This is an optimization exercise on Yosys and OpenROAD, whose aim is small area, not a production implementation. In this exercise RTL edits were held to simulation tests only and were not proved equivalent to the original. Power figures rest on the tool's default switching activity, not on a simulated workload.

==> design/flow/config.mk <==
export PLATFORM = sky130hd
export DESIGN_NAME = tcp_stats_monitor
export DESIGN_NICKNAME = tcp_stats_monitor
export VERILOG_FILES = /design/flow/design.v
export SDC_FILE = /design/flow/constraint.sdc
export NUM_CORES = 4
export LEC_CHECK = 0
export ABC_AREA = 1
export CAP_MARGIN = 20
export CORE_MARGIN = 2
export CORE_UTILIZATION = 65
export CTS_BUF_LIST = sky130_fd_sc_hd__clkbuf_16
export CTS_CLUSTER_DIAMETER = 100
export CTS_CLUSTER_SIZE = 30
export GPL_TIMING_DRIVEN = 0
export PLACE_DENSITY = 0.75
export SLEW_MARGIN = 20
==> design/flow/constraint.sdc <==
create_clock -name core_clock -period 4.0 [get_ports {ap_clk}]
set_input_delay 0.8000 -clock core_clock [delete_from_list [all_inputs] [get_ports {ap_clk}]]
set_output_delay 0.8000 -clock core_clock [all_outputs]
set_load 0.01 [all_outputs]
==> design/flow/design.v <==
`timescale 1ns/1ps
module tcp_stats_monitor (
  input  logic        ap_clk,
  input  logic        ap_rst_n,
  input  logic        ap_start,
  input  logic [63:0] cnt_preset,
  input  logic        rx_tvalid,
  input  logic        rx_tready,
  input  logic [7:0]  rx_tkeep,
  input  logic        rx_tlast,
  input  logic        tx_tvalid,
  input  logic        tx_tready,
  input  logic [7:0]  tx_tkeep,
  input  logic        tx_tlast,
  input  logic        tx_status_tvalid,
  input  logic        tx_status_tready,
  input  logic [63:0] tx_status_tdata,
  input  logic        open_status_tvalid,
  input  logic        open_status_tready,
  input  logic [23:0] open_status_tdata,
  input  logic        close_tvalid,
  input  logic        close_tready,
  output logic        ap_done,
  output logic        ap_idle,
  output logic [41:0] rx_bytes,
  output logic [41:0] tx_bytes,
  output logic [31:0] rx_pkts,
  output logic [31:0] tx_pkts,
  output logic [31:0] sts_total,
  output logic [31:0] sts_good,
  output logic [31:0] open_total,
  output logic [31:0] open_good,
  output logic [63:0] exec_cycles
);
  logic       start_prev;
  logic       rx_fire, tx_fire;
  logic [3:0] rx_cnt, tx_cnt;
  assign rx_fire = rx_tvalid & rx_tready & ap_rst_n;
  assign tx_fire = tx_tvalid & tx_tready & ap_rst_n;
  always_comb begin
    rx_cnt = 4'd0;
    tx_cnt = 4'd0;
    for (int i = 0; i < 8; i++) begin
      rx_cnt = rx_cnt + {3'd0, rx_tkeep[i]};
      tx_cnt = tx_cnt + {3'd0, tx_tkeep[i]};
    end
  end
  logic       s1_start, s1_close, s1_rxp, s1_txp, s1_sts, s1_stsg, s1_open, s1_openg;
  logic [3:0] s1_rxb, s1_txb;
  always_ff @(posedge ap_clk) begin
    start_prev <= ap_start & ap_rst_n;
    s1_start   <= ap_start & ~start_prev & ap_rst_n;
    s1_close   <= close_tvalid & close_tready & ap_rst_n;
    s1_rxb     <= rx_fire ? rx_cnt : 4'd0;
    s1_rxp     <= rx_fire & rx_tlast;
    s1_txb     <= tx_fire ? tx_cnt : 4'd0;
    s1_txp     <= tx_fire & tx_tlast;
    s1_sts     <= tx_status_tvalid & tx_status_tready & ap_rst_n;
    s1_stsg    <= tx_status_tvalid & tx_status_tready & ap_rst_n
                  & ~tx_status_tdata[63] & ~tx_status_tdata[62];
    s1_open    <= open_status_tvalid & open_status_tready & ap_rst_n;
    s1_openg   <= open_status_tvalid & open_status_tready & ap_rst_n & open_status_tdata[16];
  end
  logic       s2_start, s2_close, s2_rxp, s2_txp, s2_sts, s2_stsg, s2_open, s2_openg;
  logic [3:0] s2_rxb, s2_txb;
  always_ff @(posedge ap_clk) begin
    s2_start <= s1_start & ap_rst_n;
    s2_close <= s1_close & ap_rst_n;
    s2_rxb   <= s1_rxb & {4{ap_rst_n}};
    s2_rxp   <= s1_rxp & ap_rst_n;
    s2_txb   <= s1_txb & {4{ap_rst_n}};
    s2_txp   <= s1_txp & ap_rst_n;
    s2_sts   <= s1_sts & ap_rst_n;
    s2_stsg  <= s1_stsg & ap_rst_n;
    s2_open  <= s1_open & ap_rst_n;
    s2_openg <= s1_openg & ap_rst_n;
  end
  logic keep;         
  logic [63:0] pre;   
  logic running;
  assign keep = ap_rst_n & ~s2_start;
  assign pre  = cnt_preset & {64{s2_start & ap_rst_n}};
  always_ff @(posedge ap_clk) begin
    ap_done <= s2_close & ap_rst_n;
    running <= ap_rst_n & ~s2_close & (s2_start | running);
  end
  assign ap_idle = ~running;
  logic [41:0] rx_bytes_d, tx_bytes_d;
  logic [31:0] rx_pkts_d, tx_pkts_d, sts_total_d, sts_good_d, open_total_d, open_good_d;
  logic [63:0] exec_cycles_d;
  stat_add #(.W(42), .IW(4)) u_rxb (.q(rx_bytes),    .pre(pre[41:0]), .keep, .rst_n(ap_rst_n), .inc(s2_rxb),   .d(rx_bytes_d));
  stat_add #(.W(42), .IW(4)) u_txb (.q(tx_bytes),    .pre(pre[41:0]), .keep, .rst_n(ap_rst_n), .inc(s2_txb),   .d(tx_bytes_d));
  stat_add #(.W(32), .IW(1)) u_rxp (.q(rx_pkts),     .pre(pre[31:0]), .keep, .rst_n(ap_rst_n), .inc(s2_rxp),   .d(rx_pkts_d));
  stat_add #(.W(32), .IW(1)) u_txp (.q(tx_pkts),     .pre(pre[31:0]), .keep, .rst_n(ap_rst_n), .inc(s2_txp),   .d(tx_pkts_d));
  stat_add #(.W(32), .IW(1)) u_st  (.q(sts_total),   .pre(pre[31:0]), .keep, .rst_n(ap_rst_n), .inc(s2_sts),   .d(sts_total_d));
  stat_add #(.W(32), .IW(1)) u_sg  (.q(sts_good),    .pre(pre[31:0]), .keep, .rst_n(ap_rst_n), .inc(s2_stsg),  .d(sts_good_d));
  stat_add #(.W(32), .IW(1)) u_ot  (.q(open_total),  .pre(pre[31:0]), .keep, .rst_n(ap_rst_n), .inc(s2_open),  .d(open_total_d));
  stat_add #(.W(32), .IW(1)) u_og  (.q(open_good),   .pre(pre[31:0]), .keep, .rst_n(ap_rst_n), .inc(s2_openg), .d(open_good_d));
  stat_add #(.W(64), .IW(1)) u_ex  (.q(exec_cycles), .pre(pre),       .keep, .rst_n(ap_rst_n), .inc(running & ~s2_start), .d(exec_cycles_d));
  always_ff @(posedge ap_clk) begin
    rx_bytes    <= rx_bytes_d;
    tx_bytes    <= tx_bytes_d;
    rx_pkts     <= rx_pkts_d;
    tx_pkts     <= tx_pkts_d;
    sts_total   <= sts_total_d;
    sts_good    <= sts_good_d;
    open_total  <= open_total_d;
    open_good   <= open_good_d;
    exec_cycles <= exec_cycles_d;
  end
endmodule
module stat_add #(
  parameter int W  = 32,
  parameter int IW = 1
) (
  input  logic [W-1:0]  q,
  input  logic [W-1:0]  pre,
  input  logic          keep,
  input  logic          rst_n,   
  input  logic [IW-1:0] inc,
  output logic [W-1:0]  d
);
  logic [W-1:0] base;
  logic [W:IW]  c;   
  assign base = (q & {W{keep}}) | pre;
  logic [IW-1:0] low;
  assign {c[IW], low} = {1'b0, base[IW-1:0]} + {1'b0, inc};
  assign d[IW-1:0] = low & {IW{rst_n}};
  localparam int B = 4;   
  localparam int S = 4;   
  localparam int NB = (W - IW + B - 1) / B;
  localparam int NS = (NB + S - 1) / S;
  logic [NB-1:0] pb;         
  logic [NB:0]   cb;         
  logic [NS-1:0] ps;         
  logic [NS:0]   cs;         
  for (genvar k = 0; k < NB; k++) begin : g_pb
    localparam int LO = IW + k * B;
    localparam int HI = (LO + B - 1 < W - 1) ? LO + B - 1 : W - 1;
    assign pb[k] = &base[HI:LO];
  end
  for (genvar m = 0; m < NS; m++) begin : g_ps
    localparam int LO = m * S;
    localparam int HI = (LO + S - 1 < NB - 1) ? LO + S - 1 : NB - 1;
    assign ps[m] = &pb[HI:LO];
  end
  assign cs[0] = c[IW];
  for (genvar m = 0; m < NS; m++) begin : g_cs
    assign cs[m+1] = cs[m] & ps[m];
  end
  for (genvar k = 0; k < NB; k++) begin : g_cb
    if (k % S == 0) begin : g_first
      assign cb[k] = cs[k / S];
    end else begin : g_next
      assign cb[k] = cb[k-1] & pb[k-1];
    end
  end
  for (genvar i = IW; i < W; i++) begin : g_bit
    if ((i - IW) % B == 0) begin : g_first
      if (i > IW) begin : g_c
        assign c[i] = cb[(i - IW) / B];
      end
    end else begin : g_next
      assign c[i] = c[i-1] & base[i-1];
    end
    assign d[i] = base[i] ^ c[i];
  end
endmodule
==> design/flow/flow/run.sh <==
#!/bin/bash
# Standard synthesis, then the logic between its registers replaced by a hand-mapped netlist
# (flow/gen_net.py) with the same registers, used only when it has the same registers and
# yosys proves it equal to the standard synthesis; then the standard layout, with the port
# buffers made of the smallest buffer cell.
cp standard.sh standard_sh_copy.log
export BUFFER_PORTS_ARGS="-buffer_cell sky130_fd_sc_hd__buf_1"
bash standard.sh synth > synth.log 2>&1 || exit 1
R=orfs/results/sky130hd/tcp_stats_monitor/base
LIB=$FLOW_HOME/platforms/sky130hd/lib/sky130_fd_sc_hd__tt_025C_1v80.lib
YOSYS=$FLOW_HOME/../tools/install/yosys/bin/yosys
[ -x "$YOSYS" ] || YOSYS=$(command -v yosys)
cp $R/1_2_yosys.v std_1_2_yosys.v
if python3 flow/gen_net.py hand.v > gen.log 2>&1 \
   && python3 flow/check_regs.py std_1_2_yosys.v hand.v > check_regs.log 2>&1 \
   && sed "s#LIBFILE#$LIB#" flow/eq.ys > eq_run.ys \
   && timeout 1200 "$YOSYS" -l eq.log -q eq_run.ys > eq_stdout.log 2>&1; then
  echo "using the hand-mapped netlist" > netlist_choice.log
  cp hand.v $R/1_2_yosys.v
  rm -f $R/1_synth.odb $R/1_synth.sdc
else
  echo "using the standard netlist" > netlist_choice.log
fi
bash standard.sh REMOVE_ABC_BUFFERS=1 finish > standard.log 2>&1
==> design/flow/flow/check_regs.py <==
#!/usr/bin/env python3
"""usage: check_regs.py STD.v HAND.v -- exit 0 if both netlists hold the same registers
(instance name and cell type)"""
import re
import sys


def regs(path):
    txt = open(path).read()
    return sorted(re.findall(r'(sky130_fd_sc_hd__d\w+)\s+(\\\S+|\S+)\s*\(', txt))


a, b = regs(sys.argv[1]), regs(sys.argv[2])
print(f'standard: {len(a)} registers, hand: {len(b)} registers')
if a != b:
    sa, sb = set(a), set(b)
    print('only in standard:', sorted(sa - sb)[:20])
    print('only in hand:', sorted(sb - sa)[:20])
    sys.exit(1)
print('same registers')
==> design/flow/flow/eq.ys <==
# proves the hand netlist equal to the standard synthesis, registers paired by name
read_liberty -ignore_miss_func LIBFILE
read_verilog std_1_2_yosys.v
rename tcp_stats_monitor gold
read_verilog hand.v
rename tcp_stats_monitor gate
flatten
hierarchy -check
proc
opt_clean
equiv_make gold gate equiv
hierarchy -top equiv
equiv_simple -seq 2
equiv_induct
equiv_status -assert
==> design/flow/flow/gen_net.py <==
#!/usr/bin/env python3
"""Writes a hand-mapped sky130hd gate netlist of tcp_stats_monitor (rtl/my_monitor_top.sv).

usage: gen_net.py OUT.v
Registers carry the names the standard synthesis gives them; the logic between them is
mapped by hand: each counter bit is one a21oi (hold/load/clear), one xor/xnor and one carry
gate; carries skip over blocks of 4 bits and super blocks of 4 blocks.
"""
import sys

P = 'sky130_fd_sc_hd__'
cells = []
wires = []
cnt = [0]


def new():
    cnt[0] += 1
    n = f'hn{cnt[0]}'
    wires.append(n)
    return n


def cell(typ, outs, **ins):
    name = f'hc{len(cells)}'
    pins = dict(ins)
    res = []
    for o in outs:
        n = new()
        pins[o] = n
        res.append(n)
    cells.append((typ, name, pins))
    return res[0] if len(res) == 1 else res


def inv(a): return cell('inv_1', ['Y'], A=a)
def nand2(a, b): return cell('nand2_1', ['Y'], A=a, B=b)
def nor2(a, b): return cell('nor2_1', ['Y'], A=a, B=b)
def and2(a, b): return cell('and2_1', ['X'], A=a, B=b)
def and2b(an, b): return cell('and2b_1', ['X'], A_N=an, B=b)          # ~an & b
def nand2b(an, b): return cell('nand2b_1', ['Y'], A_N=an, B=b)        # an | ~b
def and3(a, b, c): return cell('and3_1', ['X'], A=a, B=b, C=c)
def and3b(an, b, c): return cell('and3b_1', ['X'], A_N=an, B=b, C=c)  # ~an & b & c
def nor3(a, b, c): return cell('nor3_1', ['Y'], A=a, B=b, C=c)
def a21oi(a1, a2, b1): return cell('a21oi_1', ['Y'], A1=a1, A2=a2, B1=b1)
def a21o(a1, a2, b1): return cell('a21o_1', ['X'], A1=a1, A2=a2, B1=b1)
def xor2(a, b): return cell('xor2_1', ['X'], A=a, B=b)
def xnor2(a, b): return cell('xnor2_1', ['Y'], A=a, B=b)
def ha(a, b): return cell('ha_1', ['SUM', 'COUT'], A=a, B=b)
def fa(a, b, c): return cell('fa_1', ['SUM', 'COUT'], A=a, B=b, CIN=c)


def nor_n(xs):
    return {1: lambda: inv(xs[0]), 2: lambda: nor2(*xs), 3: lambda: nor3(*xs),
            4: lambda: cell('nor4_1', ['Y'], A=xs[0], B=xs[1], C=xs[2], D=xs[3])}[len(xs)]()


def and_n(xs):
    return {2: lambda: and2(*xs), 3: lambda: and3(*xs),
            4: lambda: cell('and4_1', ['X'], A=xs[0], B=xs[1], C=xs[2], D=xs[3])}[len(xs)]()


def nand_n(xs):
    return {1: lambda: inv(xs[0]), 2: lambda: nand2(*xs),
            3: lambda: cell('nand3_1', ['Y'], A=xs[0], B=xs[1], C=xs[2]),
            4: lambda: cell('nand4_1', ['Y'], A=xs[0], B=xs[1], C=xs[2], D=xs[3])}[len(xs)]()


flops = []  # (instance name, D net, Q net)


def dff(inst, d, q):
    flops.append((inst, d, q))


RSTP = 'ap_rst_n'
RST = inv(inv(RSTP))   # the pipeline's reset loads, off the critical keep/clear nets
nrst = inv(RSTP)

# ---------------- stage 1 ----------------
dff('start_prev$_DFF_P_', and2('ap_start', RST), 'start_prev')
dff('s1_start$_DFF_P_', and3b('start_prev', 'ap_start', RST), 's1_start')
dff('s1_close$_DFF_P_', and3('close_tvalid', 'close_tready', RST), 's1_close')


def popcount8(k):
    s0, c0 = fa(k[0], k[1], k[2])
    s1, c1 = fa(k[3], k[4], k[5])
    s2, c2 = ha(k[6], k[7])
    p0, c3 = fa(s0, s1, s2)
    s4, c4 = fa(c0, c1, c2)
    p1, c5 = ha(s4, c3)
    p2, p3 = ha(c4, c5)
    return [p0, p1, p2, p3]


for s in ('rx', 'tx'):
    fire = and3(f'{s}_tvalid', f'{s}_tready', RST)
    pc = popcount8([f'{s}_tkeep[{i}]' for i in range(8)])
    for i in range(4):
        dff(f's1_{s}b[{i}]$_SDFF_PN0_', and2(pc[i], fire), f's1_{s}b[{i}]')
    dff(f's1_{s}p$_DFF_P_', and2(fire, f'{s}_tlast'), f's1_{s}p')

sts = and3('tx_status_tvalid', 'tx_status_tready', RST)
dff('s1_sts$_DFF_P_', sts, 's1_sts')
dff('s1_stsg$_DFF_P_', and2(sts, nor2('tx_status_tdata[63]', 'tx_status_tdata[62]')), 's1_stsg')
opn = and3('open_status_tvalid', 'open_status_tready', RST)
dff('s1_open$_DFF_P_', opn, 's1_open')
dff('s1_openg$_DFF_P_', and2(opn, 'open_status_tdata[16]'), 's1_openg')

# ---------------- stage 2 ----------------
s2_names = ['start', 'close', 'rxp', 'txp', 'sts', 'stsg', 'open', 'openg'] + \
           [f'rxb[{i}]' for i in range(4)] + [f'txb[{i}]' for i in range(4)]
for n in s2_names:
    dff(f's2_{n}$_DFF_P_', and2(f's1_{n}', RST), f's2_{n}')

# ---------------- window ----------------
dff('ap_done$_DFF_P_', and2('s2_close', RST), 'ap_done')
dff('running$_DFF_P_', nor3(nor2('s2_start', 'running'), 's2_close', nrst), 'running')
cells.append(('inv_1', 'hc_idle', {'A': 'running', 'Y': 'ap_idle'}))

# ---------------- counters ----------------
clr = [and2('s2_start', RSTP) for _ in range(2)]   # start & rst_n, one copy per 32 preset bits
pre = [and2(f'cnt_preset[{i}]', clr[i // 32]) for i in range(64)]

B, S = 4, 4


def counter(name, W, inc):
    """(keep ? q : pre) + inc, low len(inc) bits cleared by reset"""
    keep = and2b('s2_start', RSTP)   # rst_n & ~start, one copy per counter
    IW = len(inc)
    q = [f'{name}[{i}]' for i in range(W)]
    IWn = 0 if len(inc) == 1 else len(inc)
    nb = [None] * IWn + [a21oi(q[i], keep, pre[i]) for i in range(IWn, W)]   # ~base
    d = [None] * W
    if IW == 1:
        # bit 0 is the first bit of the first block, its carry in is inc
        lo0 = 0
        cin0 = inc[0]
    else:
        b = [a21o(q[i], keep, pre[i]) for i in range(IW)]   # base
        s, c = ha(b[0], inc[0])
        sums = [s]
        for i in range(1, IW):
            s, c = fa(b[i], inc[i], c)
            sums.append(s)
        for i in range(IW):
            d[i] = and2(sums[i], RST)
        lo0 = IW
        cin0 = c
    blocks = [list(range(lo, min(lo + B, W))) for lo in range(lo0, W, B)]
    NB = len(blocks)
    pb = [nor_n([nb[i] for i in blk]) for blk in blocks[:-1]]  # block propagate
    # inverted carries: into each super block (or2 chain) and each block (nand2b chain)
    NS = (NB + S - 1) // S
    ncb = [None] * NB
    ncs = inv(cin0)
    for m in range(NS):
        first, last = m * S, min(m * S + S, NB) - 1
        ncb[first] = ncs
        for k in range(first, last):
            ncb[k + 1] = nand2b(ncb[k], pb[k])     # ~(cb & pb)
        if m < NS - 1:
            nps = nand_n(pb[first:last + 1])
            ncs = cell('or2_1', ['X'], A=ncs, B=nps)   # ~(cs & ps)
    for k, blk in enumerate(blocks):
        c, pos = ncb[k], False
        for j, i in enumerate(blk):
            lastbit = j == len(blk) - 1
            if i == 0 and IW == 1:
                # d0 = (b0 ^ inc) & rst_n
                x = xor2(nb[i], c) if pos else xnor2(nb[i], c)   # ~(b ^ c)
                d[i] = nor2(x, nrst)
            elif pos:
                d[i] = xnor2(nb[i], c)   # ~b ^ c inverted: b ^ c
            else:
                d[i] = xor2(nb[i], c)    # ~b ^ ~c = b ^ c
            if not lastbit:
                if pos:
                    c = nand2b(nb[i], c)  # nb | ~c = ~(b & c)
                else:
                    c = nor2(nb[i], c)    # ~nb & ~nc = b & c
                pos = not pos
    for i in range(W):
        dff(f'{name}[{i}]$_DFF_P_', d[i], q[i])


counter('rx_bytes', 42, [f's2_rxb[{i}]' for i in range(4)])
counter('tx_bytes', 42, [f's2_txb[{i}]' for i in range(4)])
counter('rx_pkts', 32, ['s2_rxp'])
counter('tx_pkts', 32, ['s2_txp'])
counter('sts_total', 32, ['s2_sts'])
counter('sts_good', 32, ['s2_stsg'])
counter('open_total', 32, ['s2_open'])
counter('open_good', 32, ['s2_openg'])
counter('exec_cycles', 64, [and2b('s2_start', 'running')])

# ---------------- write ----------------
ports = [('input', 'ap_clk', 1), ('input', 'ap_rst_n', 1), ('input', 'ap_start', 1),
         ('input', 'cnt_preset', 64), ('input', 'rx_tvalid', 1), ('input', 'rx_tready', 1),
         ('input', 'rx_tkeep', 8), ('input', 'rx_tlast', 1), ('input', 'tx_tvalid', 1),
         ('input', 'tx_tready', 1), ('input', 'tx_tkeep', 8), ('input', 'tx_tlast', 1),
         ('input', 'tx_status_tvalid', 1), ('input', 'tx_status_tready', 1),
         ('input', 'tx_status_tdata', 64), ('input', 'open_status_tvalid', 1),
         ('input', 'open_status_tready', 1), ('input', 'open_status_tdata', 24),
         ('input', 'close_tvalid', 1), ('input', 'close_tready', 1),
         ('output', 'ap_done', 1), ('output', 'ap_idle', 1), ('output', 'rx_bytes', 42),
         ('output', 'tx_bytes', 42), ('output', 'rx_pkts', 32), ('output', 'tx_pkts', 32),
         ('output', 'sts_total', 32), ('output', 'sts_good', 32), ('output', 'open_total', 32),
         ('output', 'open_good', 32), ('output', 'exec_cycles', 64)]
portnames = {p[1] for p in ports}


def ref(n):
    """net reference in verilog"""
    base = n.split('[')[0]
    if base in portnames:
        return n
    if '[' in n or '$' in n:
        return '\\' + n + ' '
    return n


internal = set()
for inst, dnet, qnet in flops:
    if qnet.split('[')[0] not in portnames:
        internal.add(qnet)

out = []
out.append('module tcp_stats_monitor(' + ', '.join(p[1] for p in ports) + ');')
for dirn, n, w in ports:
    rng = f'[{w-1}:0] ' if w > 1 else ''
    out.append(f'  {dirn} {rng}{n};')
    out.append(f'  wire {rng}{n};')
for n in sorted(internal):
    out.append(f'  wire {ref(n)};')
for n in wires:
    out.append(f'  wire {n};')
for typ, name, pins in cells:
    conns = ', '.join(f'.{p}({ref(n)})' for p, n in pins.items())
    out.append(f'  {P}{typ} {name} ({conns});')
for inst, dnet, qnet in flops:
    out.append(f'  {P}dfxtp_1 \\{inst}  (.CLK(ap_clk), .D({ref(dnet)}), .Q({ref(qnet)}));')
out.append('endmodule')
open(sys.argv[1], 'w').write('\n'.join(out) + '\n')

# area report
import re
area = {}
lib = '/OpenROAD-flow-scripts/flow/platforms/sky130hd/lib/sky130_fd_sc_hd__tt_025C_1v80.lib'
try:
    txt = open(lib).read()
    for m in re.finditer(r'cell \("?(sky130_fd_sc_hd__\w+)"?\)\s*\{.*?area\s*:\s*([\d.]+)', txt, re.S):
        area[m.group(1)] = float(m.group(2))
    tot = sum(area[P + t] for t, _, _ in cells) + len(flops) * area[P + 'dfxtp_1']
    print(f'cells {len(cells)} flops {len(flops)} area {tot:.1f} comb {tot - len(flops) * area[P + "dfxtp_1"]:.1f}', file=sys.stderr)
except OSError:
    pass
==> design/flow/standard.sh <==
#!/bin/bash
# synth_recipe.tcl (not shown) runs the flow's synth.tcl, then flattens the netlist and writes it again
# the make line also repeats each setting of config.mk as NAME=value (left out here)
make -C /OpenROAD-flow-scripts/flow DESIGN_CONFIG=/design/flow/config.mk WORK_HOME=/design/flow/orfs CLKGATE_MAP_FILE= SYNTH_SCRIPT=/design/flow/synth_recipe.tcl "${@:-finish}"
==> impl_metrics.csv, run 1 <==
group,metric,value,unit
floorplanning,dieArea,0.0251,mm²
worst_setup_path,rr_endpoint,"tx_pkts[31]",
worst_setup_path,worstPathArrival,4.35,ns
clocking,cts_buffer_depth,3,
grt,grt_overflow,0,
sta,setup_viol,0,
run,max-cap-violations,0,
grt,antenna_found_initial,1,
power_and_ir_drop,p_per_area,351,mW/mm²
final_layout,area_growth,17.7,%
sta,finalClockSkew,0.0275,ns
route,drtPass1Iterations,6,
placed_design,finalWeightedCongestion,0.894,
grt,grt_pass1_wl,66700,µm
grt,grt_max_degree,49,
sta,drv_slew,0,
route,antenna_left,0,
floorplanning,initial_core_util,66.1,%
clocking,cts_sinks,375,
worst_setup_path,required,4.45,ns
worst_setup_path,reg2reg_slack,0.14,ns
logic_synthesis,ys_warn_count,1,
worst_setup_path,path_class,"input port to flip-flop",
logic_synthesis,synth.avg_cell_area,9.57,µm²
sta,max_freq,256,MHz
floorplanning,die_y,159,µm
worst_setup_path,start_kind,"input port",
clocking,clk_latency,0.52,ns
worst_setup_path,end_kind,"flip-flop",
clocking,cts_tree,"done",
sta,hold_viol,0,
grt,grt_pass1_vias,12463,
sta,rsz0062_at_grt,"yes",
sta,fin_crit_sh,97.5,%
worst_setup_path,r2r-start,"s2_start",
power_and_ir_drop,power,6.41,mW
clocking,clkTransAtPathRegs,0.11,ns
route,via_per_inst,5.60,
final_layout,multi_input_area,0.00813,mm²
clocking,cts_buffers,16,
clocking,hold_buffers,0,
floorplanning,rows,56,
sta,tightest_slew,0.880,ns
floorplanning,core-area,0.0235,mm²
clocking,cts_root_buffer,"clkbuf_16",
power_and_ir_drop,p_leak,5.83,nW
placed_design,hpwlAfterDp,34300,µm
logic_synthesis,syn_area,0.0155,mm²
sta,hold_ws,0.436,ns
power_and_ir_drop,ir_worst_vdd,0.000282,V
run_status,status,"no timing/DRC/antenna violations",
clocking,ctsHtreeMaxLevel,1,
grt,grt_usage,34.6,%
sta,fin_crit,3.90,ns
worst_setup_path,cp_max_fo,32,
final_layout,layout.nets,2297,
route,routed_wl,46400,µm
route,route.detailed.drc,0,
route,dr.first_iter.drc_count,1038,
final_layout,stdcell_area,0.0183,mm²
worst_setup_path,endpoint,"tx_pkts[31]",
final_layout,fill_cells,1761,
route,num_vias,13512,
logic_synthesis,synthCells,1623,
worst_setup_path,worstRegToRegCells,12,
placed_design,place_area,0.0176,mm²
floorplanning,io_pins,525,
final_layout,antenna_cells,0,
worst_setup_path,startpoint,"ap_rst_n",
route,wl_per_cell,19.3,µm
sta,timing.slew.headroom,40.8,%
final_layout,layout_commonest_cell,"buf_1",
final_layout,drive_gt1_share,3.97,%
floorplanning,die_w,159,µm
final_layout,seqCellArea,0.00751,mm²
worst_hold_path,hp-class,"flip-flop to flip-flop",
placed_design,port_buffers,439,
final_layout,final_cell_mix,"438 x buf_1, 374 x dfxtp_1, 332 x a21oi_1",
[report_power, final]
| group | internal (mW) | switching, mW | total [mW] |
|---|---|---|---|
| combinational | 0.197 | 0.370 | 0.567 |
| clock | 0.781 | 1.15 | 1.93 |
| sequential | 3.85 | 0.0617 | 3.91 |
[area by class of cell]
cell class / instances / area share (%)
inverters: 13 / 0.267
repair buffers: 448 / 9.58
flip-flops and latches: 375 / 41.1
clock buffers: 17 / 2.33
multi-input cells: 1238 / 44.5
well taps: 319 / 2.18
clock inverters: 1 / 0.0890
[registers in the layout, indices dropped and copies added, names as in the netlist, 32 cells and up]
| register | flops |
|---|---|
| rx_bytes | 42 |
| tx_pkts | 32 |
| rx_pkts | 32 |
| sts_total | 32 |
| open_good | 32 |
| exec_cycles | 64 |
| sts_good | 32 |
| open_total | 32 |
| tx_bytes | 42 |
[stage by stage]
stage          worst slack, ns  utilization (%)  setup TNS [ns]  std cells
2_1_floorplan           -0.474                -           -2.85       1623
5_1_grt                -0.0209             77.9         -0.0209       2411
4_1_cts                0.00923             77.4               0       2403
6_report                 0.100             77.9               0       2411
3_5_place_dp             -1.36             75.1         -124.39       2383
3_3_place_gp             -1.98             74.9         -232.66       2381
[critical path, cell delays in order]
cell	delay, ns
buf_4	0.22
and2b_2	0.67
a21oi_1	0.25
nor4_1	0.66
nand4_1	0.13
or2_1	0.36
nand2b_1	0.25
nand2b_1	0.21
nand2b_1	0.22
nor2_1	0.19
nand2b_1	0.12
nor2_1	0.13
xnor2_1	0.12
[metal layers]
layer	share of wire [%]	vias up	track usage, %
met2	47	601	59.4
met4	5.8	0	17.3
met1	37	6364	39.8
met5	0	-	0
li1	-	6397	-
met3	9.5	150	9.17
[how the worst min path moves through the flow]
| stage | from | slack [ns] | depth (start not counted) | to |
|---|---|---|---|---|
| global placement | s1_open | 0.41 | 1 | s2_open |
| global route | s1_sts | 0.45 | 1 | s2_sts |
| CTS | s1_rxb[3] | 0.43 | 1 | s2_rxb[3] |
| detailed placement | s1_rxb[3] | 0.41 | 1 | s2_rxb[3] |
| finish | s1_rxb[3] | 0.44 | 1 | s2_rxb[3] |
| floorplan | s2_close | 0.39 | 1 | running |
[what timing repair did]
item | 4_1_cts | 5_1_grt
buffers inserted | 0 | 7
pin swaps | 1 | 5
resized for setup | 47 | 20
cloned | 2 | 1
endpoints found under the setup margin | 107 | 10
==> run 2: changes to the inputs <==
--- a/design/flow/config.mk
+++ b/design/flow/config.mk
@@ -10,5 +10,5 @@
 export CORE_MARGIN = 2
 export CORE_UTILIZATION = 65
-export CTS_BUF_LIST = sky130_fd_sc_hd__clkbuf_16
+export CTS_BUF_LIST = sky130_fd_sc_hd__clkbuf_8 sky130_fd_sc_hd__clkbuf_16
 export CTS_CLUSTER_DIAMETER = 100
 export CTS_CLUSTER_SIZE = 30
==> run 2 against run 1 <==
Fmax did not move. Critical path depth unchanged. Worst hold slack is the same. Area after synthesis unchanged. Register-to-register slack about the same. Die area unchanged. Clock skew unchanged. Sequential cell count did not move. Synthesized cell count stayed put. Routed wire length unchanged. First-iteration DRC count stayed put. Via count is the same. Critical path type unchanged. Critical endpoint unchanged. Largest power group unchanged.
==> impl_metrics.csv, run 2 <==
group,metric,value,unit
run_status,status,"no timing/DRC/antenna violations",
logic_synthesis,synth.avg_cell_area,9.57,µm²
clocking,cts_tree,"done",
grt,antenna_found_initial,1,
clocking,cts_sinks,375,
clocking,clkTransAtPathRegs,0.11,ns
final_layout,area_growth,17.7,%
sta,tightest_slew,0.880,ns
final_layout,antenna_cells,0,
power_and_ir_drop,p_leak,5.83,nW
grt,grt_max_degree,49,
floorplanning,initial_core_util,66.1,%
grt,grt.busiest_layer,"met2",
route,num_vias,13512,
sta,setup_viol,0,
route,antenna_left,0,
power_and_ir_drop,p_per_area,351,mW/mm²
final_layout,largest_reg_flops,64,
route,wl_per_cell,19.3,µm
run,max-cap-violations,0,
worst_setup_path,worstPathArrival,4.35,ns
worst_setup_path,cpPeakStageDelay,0.67,ns
final_layout,final_cell_mix,"438 x buf_1, 374 x dfxtp_1, 332 x a21oi_1",
worst_hold_path,hp-class,"flip-flop to flip-flop",
sta,timing.slew.headroom,40.8,%
worst_setup_path,required,4.45,ns
route,routed_wl,46400,µm
final_layout,layout.nets,2297,
route,via_per_inst,5.60,
final_layout,drive_gt1_share,3.97,%
grt,grt_usage,34.6,%
floorplanning,dieArea,0.0251,mm²
grt,grtUsageMet3,9.17,%
sta,fin_crit,3.90,ns
worst_setup_path,rr_endpoint,"tx_pkts[31]",
logic_synthesis,syn_area,0.0155,mm²
worst_setup_path,cp_cell_sequence,"buf_4 -> and2b_2 -> a21oi_1 -> nor4_1 -> nand4_1 -> or2_1 -> nand2b_1 -> nand2b_1 -> nand2b_1 -> nor2_1 -> nand2b_1 -> nor2_1 -> xnor2_1",
sta,finalClockSkew,0.0275,ns
sta,setup_ws,0.100,ns
worst_setup_path,end_kind,"flip-flop",
sta,timing.setup.tns,0,ns
placed_design,finalWeightedCongestion,0.894,
placed_design,hpwlAfterDp,34300,µm
power_and_ir_drop,power,6.41,mW
grt,met1_usage,39.8,%
clocking,cts_root_buffer,"clkbuf_16",
final_layout,regMostFlops,"exec_cycles",
worst_hold_path,worstHoldEndpoint,"s2_rxb[3]",
clocking,cts_buffers,16,
worst_setup_path,path_class,"input port to flip-flop",
grt,met2_usage,59.4,%
worst_setup_path,start_kind,"input port",
floorplanning,rows,56,
worst_setup_path,reg2reg_slack,0.14,ns
worst_setup_path,cp_slowest_cell,"and2b_2",
route,dr.first_iter.drc_count,1038,
logic_synthesis,synthCells,1623,
final_layout,top_regs,"exec_cycles x64, rx_bytes x42, tx_bytes x42",
worst_setup_path,worstRegToRegCells,12,
final_layout,layout_commonest_cell,"buf_1",
grt,grt_pass1_wl,66700,µm
logic_synthesis,ys_warn_count,1,
worst_setup_path,r2r-start,"s2_start",
power_and_ir_drop,ir_worst_vdd,0.000282,V
floorplanning,die_y,159,µm
sta,hold_viol,0,
sta,fin_crit_sh,97.5,%
floorplanning,io_pins,525,
worst_hold_path,hold_depth,1,
placed_design,port_buffers,439,
placed_design,place_ws,-1.36,ns
sta,drv_slew,0,
clocking,clk_latency,0.52,ns
clocking,ctsHtreeMaxLevel,1,
floorplanning,core-area,0.0235,mm²
clocking,cts_buffer_depth,3,
route,drtPass1Iterations,6,
floorplanning,die_w,159,µm
grt,grt_pass1_vias,12463,
route,route.detailed.drc,0,
worst_hold_path,worstHoldStart,"s1_rxb[3]",
sta,rsz0062_at_grt,"yes",
worst_setup_path,crit_top_cell,"nand2b_1",
sta,max_freq,256,MHz
grt,grt_overflow,0,
worst_setup_path,cp_max_fo,32,
-- run 2: through the flow --
step | util, % | instances | hold WS [ns] | instance area [µm²]
final | 77.9 | 2411 | 0.436 | 18300
after global routing | 77.9 | 2411 | 0.453 | 18300
after floorplan | - | 1623 | 0.389 | 15500
after CTS | 77.4 | 2403 | 0.431 | 18200
after detailed placement | 75.1 | 2383 | 0.412 | 17600
after global placement | 74.9 | 2381 | 0.408 | 17600
-- run 2: how the worst max path moves through the flow --
stage / startpoint / to / slack [ns]
after global routing: ap_rst_n / exec_cycles[63] / -0.02
after floorplan: ap_rst_n / exec_cycles[63] / -0.47
final: ap_rst_n / tx_pkts[31] / 0.10
after detailed placement: ap_rst_n / exec_cycles[63] / -1.36
after global placement: ap_rst_n / exec_cycles[63] / -1.98
after CTS: s2_start / tx_bytes[35] / 0.009
-- run 2: critical path: cells and delay by family --
kind	cells	cell delay, ns
AND/OR/NAND/NOR	10	2.94
AO/OA/AOI/OAI	1	0.25
XOR/XNOR	1	0.12
buffers and inverters	1	0.22
-- run 2: final cells by class --
| cell class | count | area, µm² |
|---|---|---|
| timing repair buffer | 448 | 1750 |
| multi-input combinational | 1238 | 8130 |
| tap | 319 | 399 |
| sequential | 375 | 7510 |
| clock inverter | 1 | 16.3 |
| inverter | 13 | 48.8 |
| clock buffer | 17 | 425 |
| fill | 1761 | 5190 |
-- run 2: timing repair --
action                                  4_1_cts  5_1_grt
hold endpoints to repair                      0        0
hold buffers                                  0        0
gates cloned                                  2        1
pin swaps                                     1        5
buffers inserted                              0        7
resized for setup                            47       20
endpoints found under the setup margin      107       10
-- run 2: per-layer routing --
metal,vias to the layer above,share of wire [%]
met2,601,47
met3,150,9.5
met1,6364,37
met4,0,5.8
li1,6397,-
met5,-,0
-- run 2: power by group --
group | switching (mW) | internal [mW]
Sequential | 0.0617 | 3.85
Clock | 1.15 | 0.781
Combinational | 0.370 | 0.197
Total | 1.58 | 4.83
==> run 3: changes to the inputs <==
--- a/design/flow/flow/gen_net.py
+++ b/design/flow/flow/gen_net.py
@@ -129,9 +129,9 @@
 def counter(name, W, inc):
     """(keep ? q : pre) + inc, low len(inc) bits cleared by reset"""
-    keep = and2b('s2_start', RSTP)   # rst_n & ~start, one copy per counter
+    keeps = [and2b('s2_start', RSTP) for _ in range(2)]   # rst_n & ~start, two copies per counter
     IW = len(inc)
     q = [f'{name}[{i}]' for i in range(W)]
     IWn = 0 if len(inc) == 1 else len(inc)
-    nb = [None] * IWn + [a21oi(q[i], keep, pre[i]) for i in range(IWn, W)]   # ~base
+    nb = [None] * IWn + [a21oi(q[i], keeps[2 * i // W], pre[i]) for i in range(IWn, W)]   # ~base
     d = [None] * W
     if IW == 1:
@@ -140,5 +140,5 @@
         cin0 = inc[0]
     else:
-        b = [a21o(q[i], keep, pre[i]) for i in range(IW)]   # base
+        b = [a21o(q[i], keeps[0], pre[i]) for i in range(IW)]   # base
         s, c = ha(b[0], inc[0])
         sums = [s]
--- a/design/flow/config.mk
+++ b/design/flow/config.mk
@@ -10,5 +10,5 @@
 export CORE_MARGIN = 2
 export CORE_UTILIZATION = 65
-export CTS_BUF_LIST = sky130_fd_sc_hd__clkbuf_8 sky130_fd_sc_hd__clkbuf_16
+export CTS_BUF_LIST = sky130_fd_sc_hd__clkbuf_16
 export CTS_CLUSTER_DIAMETER = 100
 export CTS_CLUSTER_SIZE = 30
==> run 3 against run 2 <==
Via count up 0.49%. Combinational power down 1%. Area after synthesis up 0.44%. Cell count up 0.62%. Sequential share of layout area down 0.20 points. Clock power about the same. Die area up 0.43%. Sequential cell count unchanged. Critical path type unchanged. Critical endpoint is now rx_bytes[35]. Largest cell class unchanged.
==> impl_metrics.csv, run 3 <==
group,metric,value,unit
run_status,status,"no timing/DRC/antenna violations",
final_layout,final_cell_mix,"438 x buf_1, 374 x dfxtp_1, 332 x a21oi_1",
clocking,clkTransAtPathRegs,0.11,ns
placed_design,finalWeightedCongestion,0.916,
floorplanning,core-area,0.0235,mm²
clocking,cts_buffer_depth,3,
final_layout,top_regs,"exec_cycles x64, rx_bytes x42, tx_bytes x42",
final_layout,largest_reg_flops,64,
route,wl_per_cell,18.6,µm
clocking,cts_buffers,16,
placed_design,place_area,0.0176,mm²
power_and_ir_drop,p_comb_share,8.8,%
logic_synthesis,synth.avg_cell_area,9.55,µm²
placed_design,hpwlAfterDp,33900,µm
worst_setup_path,cp_cell_sequence,"buf_6 -> and2_4 -> and2_4 -> a21o_1 -> ha_1 -> fa_1 -> fa_1 -> fa_1 -> inv_2 -> or2_4 -> nand2b_1 -> nand2b_1 -> nand2b_1 -> nor2_1 -> nand2b_1 -> nor2_1 -> xnor2_1",
sta,hold_viol,0,
final_layout,drive_gt1_share,4.18,%
placed_design,port_buffers,439,
route,route.detailed.drc,0,
logic_synthesis,ys_warn_count,1,
logic_synthesis,syn_area,0.0156,mm²
sta,rsz0062_at_grt,"no",
sta,max_freq,262,MHz
placed_design,place_ws,-2.33,ns
power_and_ir_drop,ir_worst_vdd,0.000288,V
power_and_ir_drop,p_per_area,348,mW/mm²
route,via_per_inst,5.60,
route,top_layer,"met4",
sta,setup_viol,0,
floorplanning,initial_core_util,66.2,%
final_layout,regMostFlops,"exec_cycles",
clocking,cts_tree,"done",
floorplanning,rows,56,
power_and_ir_drop,clockPowerShare,30.1,%
worst_setup_path,cpPeakStageDelay,0.42,ns
worst_setup_path,worstPathArrival,4.23,ns
final_layout,utilization,78.0,%
grt,grt_pass1_vias,12628,
run,max-cap-violations,0,
floorplanning,io_pins,525,
clocking,cts_root_buffer,"clkbuf_16",
worst_setup_path,path_class,"input port to flip-flop",
grt,grt_usage,33.7,%
power_and_ir_drop,power.share.sequential,61.1,%
final_layout,final_cells,2426,
floorplanning,dieArea,0.0252,mm²
sta,tightest_slew,0.865,ns
route,routed_wl,45200,µm
worst_setup_path,cp_slowest_cell,"fa_1",
route,dr.first_iter.drc_count,1076,
grt,grt_overflow,0,
worst_hold_path,hold_depth,1,
power_and_ir_drop,power,6.40,mW
final_layout,antenna_cells,0,
worst_setup_path,required,4.41,ns
grt,grt_pass1_wl,67800,µm
power_and_ir_drop,p_leak,5.89,nW
final_layout,layout.nets,2312,
sta,setup_ws,0.178,ns
clocking,clk_latency,0.53,ns
clocking,hold_buffers,0,
final_layout,fill_cells,1763,
final_layout,stdcell_area,0.0184,mm²
route,drt-met1-wl,17800,µm
clocking,cts_sinks,375,
logic_synthesis,synthCells,1632,
sta,hold_ws,0.433,ns
floorplanning,die_y,159,µm
sta,fin_crit,3.82,ns
sta,finalClockSkew,0.0238,ns
worst_setup_path,worstRegToRegCells,16,
power_and_ir_drop,p_int,4.82,mW
route,drtPass1Iterations,6,
worst_setup_path,end_kind,"flip-flop",
route,num_vias,13578,
sta,timing.setup.tns,0,ns
route,route.met2.wl,21600,µm
sta,timing.slew.headroom,42.3,%
grt,grt_max_degree,33,
grt,antenna_found_initial,0,
placed_design,dpl.cell_count,2390,
route,antenna_left,0,
power_and_ir_drop,switchingPower,1.57,mW
worst_setup_path,start_kind,"input port",
final_layout,layout_commonest_cell,"buf_1",
clocking,ctsHtreeMaxLevel,1,
floorplanning,die_w,159,µm
final_layout,area_growth,17.8,%
route,routed-wl-met3,3580,µm
power_and_ir_drop,swShare,24.6,%
worst_setup_path,cp_max_fo,25,
worst_hold_path,hp-class,"flip-flop to flip-flop",
sta,drv_slew,0,
worst_setup_path,crit_top_cell,"nand2b_1",
sta,fin_crit_sh,95.5,%
run 3: per-layer routing:
layer,GRT usage [%],up-vias
met1,40.3,6444
li1,-,6433
met2,57.2,570
met5,0,-
met3,7.92,131
met4,16.2,0
run 3: final timing paths:
check / end / start / slack, ns
min: s2_txb[1] / s1_txb[1] / 0.43
min reg2reg: s2_txb[1] / s1_txb[1] / 0.43
max reg2reg: rx_bytes[35] / s2_start / 0.18
max: rx_bytes[35] / ap_rst_n / 0.18
run 3: timing repair:
item | CTS | global route
pin swaps | 0 | 8
resized for setup | 49 | 29
gates cloned | 1 | 2
buffers inserted | 0 | 15
setup endpoints to repair | 297 | 15
run 3: final cells by class:
class                           count  area (µm²)  area share, %
Sequential cell                   375        7510           40.9
Clock inverter                      1        16.3         0.0885
Tap cell                          319         399           2.17
Clock buffer                       17         425           2.32
Timing Repair Buffer              454        1770           9.62
Inverter                           13        48.8          0.266
Multi-Input combinational cell   1247        8200           44.7
run 3: power groups by stage:
stage / Clock, mW / Combinational [mW] / Sequential [mW]
floorplan: 0 / 0.272 / 4.03
global placement: 0 / 0.522 / 3.99
detailed placement: 0 / 0.536 / 3.99
CTS: 1.95 / 0.546 / 3.91
global route: 2.08 / 0.609 / 3.92
finish: 1.93 / 0.561 / 3.91
run 3: worst max-delay path: cells and delay by family:
| family | cells | cell delay [ns] |
|---|---|---|
| XOR/XNOR | 1 | 0.13 |
| AO/OA/AOI/OAI | 1 | 0.17 |
| AND/OR/NAND/NOR | 9 | 1.40 |
| buffers and inverters | 2 | 0.30 |
| adder cells (fa/ha/maj) | 4 | 1.39 |
==> run 4: changes to the inputs <==
--- a/design/flow/flow/gen_net.py
+++ b/design/flow/flow/gen_net.py
@@ -169,4 +169,13 @@
         for j, i in enumerate(blk):
             lastbit = j == len(blk) - 1
+            if not pos and not lastbit:
+                # carry in inverted: c' = b & c, and b ^ c = ~((~b & ~c) | c')
+                cn = nor2(nb[i], c)
+                if i == 0 and IW == 1:
+                    d[i] = cell('a211oi_1', ['Y'], A1=nb[i], A2=c, B1=cn, C1=nrst)  # & rst_n
+                else:
+                    d[i] = a21oi(nb[i], c, cn)
+                c, pos = cn, True
+                continue
             if i == 0 and IW == 1:
                 # d0 = (b0 ^ inc) & rst_n
@@ -178,9 +187,6 @@
                 d[i] = xor2(nb[i], c)    # ~b ^ ~c = b ^ c
             if not lastbit:
-                if pos:
-                    c = nand2b(nb[i], c)  # nb | ~c = ~(b & c)
-                else:
-                    c = nor2(nb[i], c)    # ~nb & ~nc = b & c
-                pos = not pos
+                c = nand2b(nb[i], c)  # nb | ~c = ~(b & c)
+                pos = False
     for i in range(W):
         dff(f'{name}[{i}]$_DFF_P_', d[i], q[i])
==> run 4 against run 3 <==
Still clean on timing, DRC and antenna. Power is 0.25% lower. Via count grew 1.8%. Core utilization is 0.54 points lower. Sequential power barely moved. Sequential share of layout area is 1.9 points higher. Worst hold slack worse by 0.0021 ns. Fmax shrank 0.81%. Synthesized cell count shrank 0.43%. Critical path type unchanged. Largest cell class unchanged.
==> impl_metrics.csv, run 4 <==
group,metric,value,unit
worst_hold_path,hp-class,"flip-flop to flip-flop",
grt,grt_pass1_wl,66300,µm
floorplanning,dieArea,0.0242,mm²
sta,timing.slew.headroom,28.0,%
power_and_ir_drop,ir_worst_vdd,0.000314,V
worst_setup_path,endpoint,"tx_bytes[35]",
sta,timing.setup.tns,0,ns
logic_synthesis,synthCells,1625,
final_layout,area_growth,17.3,%
worst_setup_path,start_kind,"input port",
clocking,cts_buffers,16,
final_layout,top_regs,"exec_cycles x64, rx_bytes x42, tx_bytes x42",
sta,finalClockSkew,0.0208,ns
final_layout,regMostFlops,"exec_cycles",
route,route.detailed.drc,0,
final_layout,utilization,77.5,%
worst_setup_path,reg2reg_slack,0.17,ns
sta,hold_viol,0,
sta,fin_crit_sh,96.3,%
final_layout,multi_input_area,0.00752,mm²
clocking,ctsHtreeMaxLevel,1,
clocking,cts_sinks,375,
route,routed_wl,45100,µm
final_layout,seqCellArea,0.00751,mm²
worst_setup_path,end_kind,"flip-flop",
final_layout,final_cell_mix,"491 x a21oi_1, 438 x buf_1, 374 x dfxtp_1",
clocking,cts_buffer_depth,3,
final_layout,drive_gt1_share,2.78,%
final_layout,largest_reg_flops,64,
logic_synthesis,ys_warn_count,1,
final_layout,final_cells,2372,
grt,grt_usage,34.8,%
floorplanning,core-area,0.0226,mm²
sta,drv_slew,0,
floorplanning,initial_core_util,66.1,%
logic_synthesis,synth.avg_cell_area,9.21,µm²
floorplanning,io_pins,525,
worst_setup_path,worstRegToRegCells,14,
grt,grt_overflow,0,
placed_design,dpl.cell_count,2349,
power_and_ir_drop,switchingPower,1.57,mW
worst_setup_path,worstPathArrival,4.26,ns
floorplanning,die_w,156,µm
clocking,cts_root_buffer,"clkbuf_16",
worst_setup_path,rr_endpoint,"exec_cycles[63]",
worst_setup_path,startpoint,"ap_rst_n",
run,max-cap-violations,0,
logic_synthesis,syn_area,0.0150,mm²
sta,fin_crit,3.85,ns
route,antenna_left,0,
worst_setup_path,path_class,"input port to flip-flop",
grt,antenna_found_initial,0,
power_and_ir_drop,power.share.sequential,61.3,%
route,via_per_inst,5.83,
final_layout,layout_commonest_cell,"a21oi_1",
worst_setup_path,cp_max_fo,25,
sta,rsz0062_at_grt,"yes",
power_and_ir_drop,p_per_area,364,mW/mm²
sta,max_freq,260,MHz
route,dr.first_iter.drc_count,1181,
power_and_ir_drop,clockPowerShare,30.3,%
route,drtPass1Iterations,5,
clocking,clkTransAtPathRegs,0.12,ns
worst_setup_path,required,4.40,ns
sta,setup_viol,0,
floorplanning,rows,55,
placed_design,finalWeightedCongestion,0.903,
run_status,status,"no timing/DRC/antenna violations",
final_layout,layout.nets,2292,
power_and_ir_drop,p_leak,5.78,nW
sta,setup_ws,0.147,ns
worst_setup_path,r2r-start,"s2_start",
placed_design,place_ws,-2.20,ns
clocking,cts_tree,"done",
grt,grt_max_degree,33,
placed_design,hpwlAfterDp,33000,µm
power_and_ir_drop,p_comb_share,8.4,%
sta,tightest_slew,1.08,ns
placed_design,port_buffers,439,
power_and_ir_drop,swShare,24.6,%
route,wl_per_cell,19.0,µm
route,num_vias,13819,
final_layout,fill_cells,1748,
power_and_ir_drop,p_int,4.81,mW
grt,grt_pass1_vias,12486,
floorplanning,die_y,156,µm
final_layout,antenna_cells,0,
clocking,clk_latency,0.52,ns
clocking,hold_buffers,0,
## run 4: changes by cell type in the layout (fill, tap and decap cells not counted), sizes merged
cell | previous run | this run
a211oi | 0 | 7
a21oi | 332 | 491
buf | 454 | 441
nor2 | 175 | 168
xnor2 | 173 | 166
xor2 | 159 | 0
## run 4: per-stage QoR
stage	hold WS [ns]	cell area [µm²]	power (mW)
final	0.431	17500	6.38
after detailed placement	0.412	17000	4.51
after global routing	0.450	17500	6.58
after global placement	0.407	17000	4.49
after CTS	0.434	17500	6.38
after floorplan	0.389	15000	4.29
## run 4: how the worst min path moves through the flow
stage | end | depth (start not counted) | start
final | s2_openg | 1 | s1_openg
after global routing | s2_rxb[1] | 1 | s1_rxb[1]
after CTS | s2_open | 1 | s1_open
after detailed placement | s2_openg | 1 | s1_openg
after global placement | s2_txb[2] | 1 | s1_txb[2]
after floorplan | running | 1 | s2_close
## run 4: critical path, cell delays in order
cell	delay [ns]
buf_6	0.16
and2_4	0.23
and2_4	0.24
a21o_1	0.17
ha_1	0.21
fa_1	0.39
fa_1	0.41
fa_1	0.43
inv_1	0.16
or2_4	0.18
nand2b_1	0.16
nand2b_1	0.16
nand2b_1	0.15
nor2_1	0.08
nand2b_1	0.11
nor2_1	0.06
xnor2_1	0.13
## run 4: power by group through the flow
stage / Combinational (mW) / Sequential [mW] / Clock [mW]
after CTS: 0.530 / 3.91 / 1.94
after global placement: 0.507 / 3.99 / 0
final: 0.539 / 3.91 / 1.93
after global routing: 0.588 / 3.92 / 2.07
after detailed placement: 0.520 / 3.99 / 0
after floorplan: 0.256 / 4.03 / 0
## run 4: layout make-up
cell class                      count  share of cell area [%]
Timing Repair Buffer              441                    9.52
Multi-Input combinational cell   1240                    42.8
Tap cell                          285                    2.03
Clock inverter                      1                  0.0927
Sequential cell                   375                    42.8
Clock buffer                       17                    2.42
Inverter                           13                   0.278
## run 4: metal layers
metal  up-vias  wire (µm)  track usage (%)
met5         -          0                0
met3       134       4220             8.89
met1      6470      17300             41.0
met2       613      21400             60.2
met4         0       2240             15.1
li1       6602          -                -
## run 4: timing repair
action,CTS,global route
resized for setup,47,14
pin swaps,1,1
endpoints found under the hold margin,0,0
setup endpoints to repair,292,15
cloned,1,2
buffers inserted,0,2
==> run 5: changes to the inputs <==
--- a/design/flow/flow/gen_net.py
+++ b/design/flow/flow/gen_net.py
@@ -129,9 +129,9 @@
 def counter(name, W, inc):
     """(keep ? q : pre) + inc, low len(inc) bits cleared by reset"""
-    keeps = [and2b('s2_start', RSTP) for _ in range(2)]   # rst_n & ~start, two copies per counter
+    keep = and2b('s2_start', RSTP)   # rst_n & ~start, one copy per counter
     IW = len(inc)
     q = [f'{name}[{i}]' for i in range(W)]
     IWn = 0 if len(inc) == 1 else len(inc)
-    nb = [None] * IWn + [a21oi(q[i], keeps[2 * i // W], pre[i]) for i in range(IWn, W)]   # ~base
+    nb = [None] * IWn + [a21oi(q[i], keep, pre[i]) for i in range(IWn, W)]   # ~base
     d = [None] * W
     if IW == 1:
@@ -140,5 +140,5 @@
         cin0 = inc[0]
     else:
-        b = [a21o(q[i], keeps[0], pre[i]) for i in range(IW)]   # base
+        b = [a21o(q[i], keep, pre[i]) for i in range(IW)]   # base
         s, c = ha(b[0], inc[0])
         sums = [s]
--- a/design/flow/config.mk
+++ b/design/flow/config.mk
@@ -7,5 +7,5 @@
 export LEC_CHECK = 0
 export ABC_AREA = 1
-export CAP_MARGIN = 20
+export CAP_MARGIN = 5
 export CORE_MARGIN = 2
 export CORE_UTILIZATION = 65
@@ -15,3 +15,3 @@
 export GPL_TIMING_DRIVEN = 0
 export PLACE_DENSITY = 0.75
-export SLEW_MARGIN = 20
+export SLEW_MARGIN = 5
==> run 5 against run 4 <==
Power fell by 0.20%. Global-route usage rose by 0.056 points. Clock power barely moved. First-iteration DRC count fell by 24%. Sequential share of layout area barely moved. Setup slack got worse by 0.045 ns. Combinational power barely moved. Cell area barely moved. Via count fell by 0.46%. Register-to-register slack got worse by 0.07 ns. Sequential cell count did not move. Fmax fell by 1.2%. Critical path type is now flip-flop to flip-flop. Highest routed layer unchanged.
==> impl_metrics.csv, run 5 <==
group,metric,value,unit
worst_setup_path,worstRegToRegCells,15,
route,antenna_left,0,
clocking,cts_buffer_depth,3,
clocking,clk_latency,0.52,ns
sta,finalClockSkew,0.0259,ns
grt,grt_usage,34.9,%
placed_design,hpwlAfterDp,33800,µm
route,via_per_inst,5.81,
power_and_ir_drop,ir_worst_vdd,0.000440,V
final_layout,utilization,77.7,%
final_layout,area_growth,17.8,%
sta,drv_slew,0,
worst_setup_path,path_class,"flip-flop to flip-flop",
grt,grt_pass1_vias,12548,
floorplanning,rows,55,
final_layout,regMostFlops,"exec_cycles",
final_layout,fill_cells,1708,
final_layout,top_regs,"exec_cycles x64, rx_bytes x42, tx_bytes x42",
clocking,cts_tree,"done",
placed_design,place_area,0.0169,mm²
sta,timing.slew.headroom,45.7,%
grt,grt_overflow,0,
clocking,cts_buffers,16,
logic_synthesis,syn_area,0.0149,mm²
worst_setup_path,required,4.41,ns
power_and_ir_drop,p_per_area,363,mW/mm²
route,routed_wl,45200,µm
sta,tightest_slew,0.807,ns
clocking,ctsHtreeMaxLevel,1,
worst_hold_path,hp-class,"flip-flop to flip-flop",
logic_synthesis,synth.avg_cell_area,9.22,µm²
sta,fin_crit,3.90,ns
route,drtPass1Iterations,5,
final_layout,final_cell_mix,"491 x a21oi_1, 438 x buf_1, 374 x dfxtp_1",
worst_hold_path,worstHoldEndpoint,"s2_stsg",
final_layout,layout.nets,2287,
floorplanning,io_pins,525,
sta,fin_crit_sh,97.5,%
route,route.detailed.drc,0,
sta,setup_viol,0,
final_layout,layout_commonest_cell,"a21oi_1",
floorplanning,die_y,155,µm
worst_setup_path,rr_endpoint,"tx_bytes[35]",
power_and_ir_drop,p_leak,5.77,nW
worst_setup_path,cp_max_fo,42,
floorplanning,die_w,155,µm
grt,grt_pass1_wl,66000,µm
route,wl_per_cell,19.1,µm
floorplanning,core-area,0.0226,mm²
clocking,cts_sinks,375,
sta,max_freq,257,MHz
final_layout,largest_reg_flops,64,
worst_hold_path,hold_depth,1,
grt,grt_max_degree,43,
final_layout,antenna_cells,0,
floorplanning,initial_core_util,66.0,%
final_layout,drive_gt1_share,3.55,%
worst_setup_path,reg2reg_slack,0.10,ns
worst_setup_path,r2r-start,"s2_start",
placed_design,port_buffers,439,
worst_setup_path,end_kind,"flip-flop",
worst_hold_path,worstHoldStart,"s1_stsg",
logic_synthesis,synthCells,1616,
final_layout,stdcell_area,0.0175,mm²
clocking,cts_root_buffer,"clkbuf_16",
floorplanning,dieArea,0.0241,mm²
run,max-cap-violations,0,
route,num_vias,13756,
clocking,clkTransAtPathRegs,0.11,ns
worst_setup_path,worstPathArrival,4.31,ns
route,dr.first_iter.drc_count,900,
run_status,status,"no timing/DRC/antenna violations",
sta,hold_viol,0,
worst_setup_path,start_kind,"flip-flop",
logic_synthesis,ys_warn_count,1,
placed_design,finalWeightedCongestion,0.909,
clocking,hold_buffers,0,
grt,antenna_found_initial,0,
[run 5: worst max-delay path by stage]
stage,start,end,cells after the start
2_1_floorplan,ap_rst_n,exec_cycles[63],14
3_3_place_gp,ap_rst_n,exec_cycles[63],15
3_5_place_dp,ap_rst_n,exec_cycles[63],16
4_1_cts,ap_rst_n,rx_pkts[31],13
5_1_grt,s2_start,tx_bytes[35],15
6_report,s2_start,tx_bytes[35],15
[run 5: critical path, stage by stage, from the launching register on]
cell and delay [ns]:
dfxtp_4 0.48, and2b_4 0.38, a21o_1 0.24, ha_1 0.20, fa_1 0.45, fa_1 0.44, fa_1 0.41, inv_1 0.13
or2_1 0.22, nand2b_1 0.18, nand2b_1 0.15, nand2b_1 0.14, nor2_1 0.08, nand2b_1 0.11, nor2_1 0.06, xnor2_1 0.13
[run 5: final cells by class]
| type | instances | area (µm²) | area share (%) |
|---|---|---|---|
| clock buffer | 17 | 425 | 2.43 |
| timing repair buffer | 445 | 1710 | 9.77 |
| clock inverter | 1 | 16.3 | 0.0927 |
| sequential | 375 | 7510 | 42.8 |
| tap | 285 | 357 | 2.03 |
| multi-input combinational | 1231 | 7470 | 42.6 |
| inverter | 13 | 48.8 | 0.278 |
[run 5: what timing repair did]
item,CTS,global route
pin swaps,1,2
endpoints found under the hold margin,0,0
setup endpoints to repair,108,17
buffers inserted,0,5
gates cloned,3,0
resized for setup,38,29
[run 5: report_power, final]
group	internal (mW)	switching (mW)	total, mW
clock network	0.781	1.14	1.92
registers	3.85	0.0614	3.91
logic	0.186	0.353	0.540
total	4.81	1.55	6.37
[run 5: routing by layer]
layer,track usage [%],up-vias,routed length [µm]
met5,0,-,0
met1,40.0,6484,16900
met3,8.52,119,3970
met4,16.0,0,2420
met2,61.5,582,22000
li1,-,6571,-
[run 5: per-stage QoR]
step	TNS (ns)	hold slack [ns]	std cells	power (mW)	setup slack [ns]
after CTS	0	0.438	2362	6.37	0.00119
after detailed placement	-125.86	0.413	2341	4.51	-1.31
final	0	0.435	2367	6.37	0.102
after global routing	-0.0405	0.456	2367	6.57	-0.0405
after floorplan	-2.26	0.389	1616	4.29	-0.415
after global placement	-249.22	0.408	2340	4.49	-1.95
==> run 6: changes to the inputs <==
--- a/design/flow/config.mk
+++ b/design/flow/config.mk
@@ -7,5 +7,5 @@
 export LEC_CHECK = 0
 export ABC_AREA = 1
-export CAP_MARGIN = 5
+export CAP_MARGIN = 20
 export CORE_MARGIN = 2
 export CORE_UTILIZATION = 65
@@ -15,3 +15,3 @@
 export GPL_TIMING_DRIVEN = 0
 export PLACE_DENSITY = 0.75
-export SLEW_MARGIN = 5
+export SLEW_MARGIN = 20
==> run 6 against run 5 <==
Count of clock-buffer cells in the layout stayed put. Register-to-register slack improved by 0.099 ns. Clock skew fell by 0.0035 ns. Highest routed layer unchanged. Still clean on timing, DRC and antenna. Non-clock buffer count stayed put. Cell area up 0.18%. Worst hold slack worse by 0.0010 ns. Routed wire length is 0.40% lower.
==> impl_metrics.csv, run 6 <==
group,metric,value,unit
run_status,status,"no timing/DRC/antenna violations",
worst_hold_path,hp-class,"flip-flop to flip-flop",
grt,grt_pass1_wl,65200,µm
final_layout,largest_reg_flops,64,
power_and_ir_drop,p_int,4.82,mW
sta,setup_viol,0,
worst_setup_path,end_kind,"flip-flop",
clocking,cts_sinks,375,
worst_setup_path,start_kind,"flip-flop",
final_layout,layout_commonest_cell,"a21oi_1",
worst_setup_path,path_class,"flip-flop to flip-flop",
floorplanning,core-area,0.0226,mm²
worst_setup_path,worstPathArrival,4.25,ns
floorplanning,rows,55,
route,routed_wl,45100,µm
route,dr.first_iter.drc_count,913,
sta,drv_slew,0,
clocking,cts_tree,"done",
sta,max_freq,263,MHz
power_and_ir_drop,clockPowerShare,30.2,%
sta,hold_viol,0,
sta,hold_ws,0.434,ns
logic_synthesis,syn_area,0.0149,mm²
clocking,cts_buffers,16,
final_layout,fill_cells,1723,
power_and_ir_drop,switchingPower,1.56,mW
clocking,cts_root_buffer,"clkbuf_16",
final_layout,top_regs,"exec_cycles x64, rx_bytes x42, tx_bytes x42",
final_layout,layout.nets,2287,
placed_design,port_buffers,439,
route,via_per_inst,5.80,
sta,finalClockSkew,0.0223,ns
power_and_ir_drop,p_comb_share,8.5,%
grt,grt_overflow,0,
sta,rsz0062_at_grt,"yes",
clocking,clkTransAtPathRegs,0.11,ns
placed_design,hpwlAfterDp,33900,µm
power_and_ir_drop,power.share.sequential,61.3,%
grt,antenna_found_initial,1,
final_layout,drive_gt1_share,3.65,%
power_and_ir_drop,ir_worst_vdd,0.000440,V
final_layout,area_growth,18.0,%
sta,tightest_slew,0.793,ns
run,max-cap-violations,0,
final_layout,multi_input_area,0.00748,mm²
worst_setup_path,required,4.45,ns
logic_synthesis,ys_warn_count,1,
clocking,clk_latency,0.52,ns
placed_design,dpl.cell_count,2342,
route,num_vias,13725,
route,drtPass1Iterations,5,
final_layout,final_cell_mix,"491 x a21oi_1, 438 x buf_1, 374 x dfxtp_1",
floorplanning,die_w,155,µm
final_layout,final_cells,2368,
route,route.detailed.drc,0,
clocking,hold_buffers,0,
logic_synthesis,synth.avg_cell_area,9.22,µm²
route,antenna_left,0,
placed_design,finalWeightedCongestion,0.909,
grt,grt_pass1_vias,12516,
grt,grt_usage,34.4,%
route,wl_per_cell,19.0,µm
floorplanning,die_y,155,µm
clocking,ctsHtreeMaxLevel,1,
power_and_ir_drop,swShare,24.4,%
final_layout,regMostFlops,"exec_cycles",
sta,fin_crit_sh,95.0,%
clocking,cts_buffer_depth,3,
floorplanning,initial_core_util,66.0,%
floorplanning,io_pins,525,
sta,fin_crit,3.80,ns
grt,grt_max_degree,43,
power_and_ir_drop,p_leak,5.78,nW
worst_setup_path,cp_max_fo,32,
final_layout,seqCellArea,0.00751,mm²
floorplanning,dieArea,0.0241,mm²
logic_synthesis,synthCells,1616,
sta,timing.setup.tns,0,ns
sta,timing.slew.headroom,46.7,%
worst_setup_path,reg2reg_slack,0.20,ns
power_and_ir_drop,p_per_area,363,mW/mm²
==> run 6: cell count changes in the layout (fill, tap and decap cells not counted), sizes merged <==
cell | before | now
diode | 0 | 1
==> run 6: per-stage QoR <==
step | power [mW] | setup WS, ns | utilization, % | area (µm²)
6_report | 6.38 | 0.200 | 77.8 | 17600
5_1_grt | 6.57 | -0.0403 | 77.8 | 17600
4_1_cts | 6.38 | -0.0503 | 77.3 | 17400
3_5_place_dp | 4.51 | -1.34 | 75.1 | 17000
3_3_place_gp | 4.49 | -1.95 | 74.9 | 16900
2_1_floorplan | 4.29 | -0.415 | - | 14900
==> run 6: worst paths after layout <==
path | endpoint | from | depth (start not counted)
setup / recovery | open_good[31] | s2_start | 12
hold / removal | s2_openg | s1_openg | 1
setup reg to reg | open_good[31] | s2_start | 12
hold reg to reg | s2_openg | s1_openg | 1
==> run 6: final cells by class <==
class | count | share of cell area [%]
clock buffers | 17 | 2.42
clock inverters | 1 | 0.0926
well taps | 285 | 2.03
flip-flops and latches | 375 | 42.7
inverters | 13 | 0.278
repair buffers | 445 | 9.86
diodes | 1 | 0.0142
multi-input cells | 1231 | 42.6
==> run 6: power groups by stage <==
stage | Clock, mW | Combinational (mW) | Sequential [mW]
after floorplan | 0 | 0.252 | 4.03
after global placement | 0 | 0.503 | 3.99
after detailed placement | 0 | 0.523 | 3.99
after CTS | 1.94 | 0.529 | 3.91
after global routing | 2.05 | 0.593 | 3.92
final | 1.92 | 0.543 | 3.91
==> run 6: timing repair <==
action                                  in CTS  in global routing
buffers inserted                             0                  4
resized for setup                           22                 44
pin swaps                                    1                  4
gates cloned                                 1                  2
endpoints found under the setup margin     110                 27
==> run 6: critical path: stages (launching register included) <==
cell      delay [ns]
dfxtp_4         0.43
and2b_2         0.68
a21oi_1         0.23
nor4_1          0.73
nand4_1         0.13
or2_1           0.31
nand2b_1        0.21
nand2b_1        0.23
nand2b_1        0.19
nor2_1          0.20
nand2b_1        0.10
nor2_1          0.16
xnor2_1         0.13
==> run 6: routing by layer <==
metal,share of wire (%),GRT usage (%),wire (µm),vias to the layer above
met3,9.2,9.08,4130,112
met2,49,61.3,21900,555
met1,37,38.9,16900,6478
li1,-,-,-,6580
met5,0,0,0,-
met4,4.9,14.3,2190,0

re-timing with driven ports:
In the flow no input, the clock included, has a driving cell. The finished layouts below were timed again as built, in two steps.
Step 1 assumes that a clkbuf_16 drives the clock port and a buf_2 every other input.
Step 2 also shifts input and output timing later by t, the mid clock arrival at the registers, as if the neighbouring blocks saw the same clock.
Slacks: ideal ports / drivers / drivers and shift; pairs: ideal ports / drivers.
run	shift t [ns]	setup WS [ns]	clock arrival spread, ns	slew at the worst register clock pin (ns)
run 1	0.558	0.100 / 0.103 / -0.455	0.028 / 0.028	0.12 / 0.12
run 2	0.558	0.100 / 0.103 / -0.455	0.028 / 0.028	0.12 / 0.12
run 3	0.567	0.178 / 0.183 / -0.372	0.025 / 0.025	0.12 / 0.12
run 4	0.556	0.147 / 0.152 / -0.404	0.021 / 0.021	0.12 / 0.12
run 5	0.553	0.102 / 0.102 / -0.406	0.027 / 0.027	0.11 / 0.11
run 6	0.553	0.200 / 0.200 / -0.342	0.023 / 0.023	0.11 / 0.11
Met with ideal ports but missed after step 2: setup timing in every run listed.
